Source: an optimization exercise on an open RTL-to-GDS flow (aim: small area). Production flows keep margins and buffers that such runs may drop.
Only simulation tests tie the RTL to the original design; equivalence was not proved.
No activity file was given, so power comes from the tool's default toggle rates.

## tower_sprite_rom
module tower_sprite_rom (
   input  logic       clk,
   input  logic       resetn,
   input  logic [4:0] x,
   input  logic [4:0] y,
   input  logic [8:0] data,
   input  logic       wren,
   output logic [8:0] mem_address,
   output logic       addr_valid,
   output logic [8:0] q
);
==> flow/config.mk <==
export PLATFORM = sky130hd
export DESIGN_NAME = tower_sprite_rom
export DESIGN_NICKNAME = tower_sprite_rom
export VERILOG_FILES = /design/flow/design.v
export SDC_FILE = /design/flow/constraint.sdc
export NUM_CORES = 4
export LEC_CHECK = 0
export CAP_MARGIN = 0
export CORE_MARGIN = 2
export CORE_UTILIZATION = 50
export GPL_TIMING_DRIVEN = 0
export SETUP_SLACK_MARGIN = 0.2
export SLEW_MARGIN = 0
export SYNTH_HIERARCHICAL = 1
export SYNTH_MINIMUM_KEEP_SIZE = 0
==> flow/constraint.sdc <==
create_clock -name core_clock -period 6.0 [get_ports {clk}]
set_input_delay 1.2000 -clock core_clock [delete_from_list [all_inputs] [get_ports {clk}]]
set_output_delay 1.2000 -clock core_clock [all_outputs]
set_load 0.01 [all_outputs]
standard.sh (not shown) runs the stock make flow with config.mk's settings and CLKGATE_MAP_FILE= SYNTH_SCRIPT=/design/flow/synth_recipe.tcl, a recipe that flattens the netlist after the stock synthesis.
==> flow/flow/run.sh <==
#!/bin/bash
# The standard layout (the standard.sh, unchanged synthesis), with clock tree synthesis
# told to build leaf clusters on clkbuf_8 and to add no dummy loads.
set -euo pipefail
CTS="-sink_clustering_enable -repair_clock_nets -dont_use_dummy_load"
CTS="$CTS -buf_list sky130_fd_sc_hd__clkbuf_8 -sink_clustering_size 16 -sink_clustering_max_diameter 50"
bash standard.sh "CTS_ARGS=$CTS" finish > flow_make.log 2>&1
The baseline produced a layout that fails on antenna rules, capacitance limit, slew limit, setup timing.
Then changed:
--- a/flow/config.mk
+++ b/flow/config.mk
@@ -8 +8 @@
-export CAP_MARGIN = 0
+export CAP_MARGIN = 20
@@ -10,2 +10 @@
-export CORE_UTILIZATION = 50
-export GPL_TIMING_DRIVEN = 0
+export CORE_UTILIZATION = 40
@@ -13 +12 @@
-export SLEW_MARGIN = 0
+export SLEW_MARGIN = 20
The changed run produced a clean layout.
Utilization is lower by 10 points.
Worst setup slack improved by 360 ps.
Register-to-register slack improved by 150 ps.
Via count is lower by 3.0%.
Die area is higher by 25%.
Routed wire length is lower by 11%.
Non-clock buffer count is higher by 297.
Final area is higher by 1.8%.
Then changed:
--- a/flow/config.mk
+++ b/flow/config.mk
@@ -10 +10 @@
-export CORE_UTILIZATION = 40
+export CORE_UTILIZATION = 50
After rerunning: The changed run finished with timing, DRC and antenna clean. Clock-buffer cell count fell by 13. Area after synthesis stays the same. Wire length is lower by 2.3%. Worst setup slack gets better by 240 ps. Global-route usage increases by 6.9 points. Via count is lower by 1.5%. Non-clock buffer count shrinks by 155.

* * *

Another version of the RTL of tower_sprite_rom (not shown whole).
For scale: about 41 I/O pins, ~120000 µm² of cells after synthesis.
Settings: LEC_CHECK=0, CAP_MARGIN=20, CORE_MARGIN=2, CORE_UTILIZATION=50, SETUP_SLACK_MARGIN=0.2, SLEW_MARGIN=20, SYNTH_HIERARCHICAL=1, SYNTH_MINIMUM_KEEP_SIZE=0; clock period 6.0 ns.
==> flow/flow/run.sh <==
#!/bin/bash
# The standard layout (the standard.sh, unchanged synthesis) with two changes:
#  - clock tree synthesis builds leaf clusters on clkbuf_8 and adds no dummy loads;
#  - the port buffers are buf_2 rather than the delay buffer the flow picks by default.
set -euo pipefail
CTS="-sink_clustering_enable -repair_clock_nets -dont_use_dummy_load"
CTS="$CTS -buf_list sky130_fd_sc_hd__clkbuf_8 -sink_clustering_size 17 -sink_clustering_max_diameter 80"
bash standard.sh "CTS_ARGS=$CTS" "BUFFER_PORTS_ARGS=-buffer_cell sky130_fd_sc_hd__buf_2" finish > flow_make.log 2>&1
The first run finished with timing, DRC and antenna clean.
Then changed:
Settings changed: CORE_UTILIZATION 50 to 55, PLACE_DENSITY set to 0.7.
Core utilization rises by 5.5 points.
Sequential share of layout area climbs by 0.28 points.
Setup slack degrades by 0.24 ns.
Final cell count went down by 1.9%.
Power stays flat.
Die area is lower by 9.0%.
Wire length decreases by 4.0%.
Sequential power barely changes.
Design area decreases by 0.49%.
Hold slack gets worse by 0.13 ns.
Flip-flop and latch count does not change.

-- port drivers added, routing unchanged --
In the flow no input, the clock included, has a driving cell. The finished layouts below were timed again as built, in two steps. Step 1: set_driving_cell puts a clkbuf_16 on clk and a buf_2 on each other input, an assumption about the parent block. Step 2 also shifts input and output timing later by t, the mid clock arrival at the registers, as if the neighbouring blocks saw the same clock. a / b / c = no drivers / after step 1 / after step 2; a / b = the first two.
run	shift t [ns]	setup slack, ns	worst setup path at the end	cell pins on the clock port's net
the first run of note 1	1.178	-0.170 / -0.087 / -1.265	input to register	1
the second run of note 1	1.093	0.192 / 0.135 / -0.269	input to register	1
the third run of note 1	1.152	0.435 / 0.499 / -0.653	input to register	1
the first run of note 2	1.126	0.809 / 0.869 / -0.257	input to register	1
the second run of note 2	1.121	0.569 / 0.632 / -0.489	input to register	1
Met with ideal ports but missed after step 2: setup timing in the second run of note 1, the third run of note 1, the first run of note 2 and the second run of note 2. The setup slack of the first run of note 1, which loses most, moves by +0.083 ns with the drivers and by -1.095 ns with both steps.
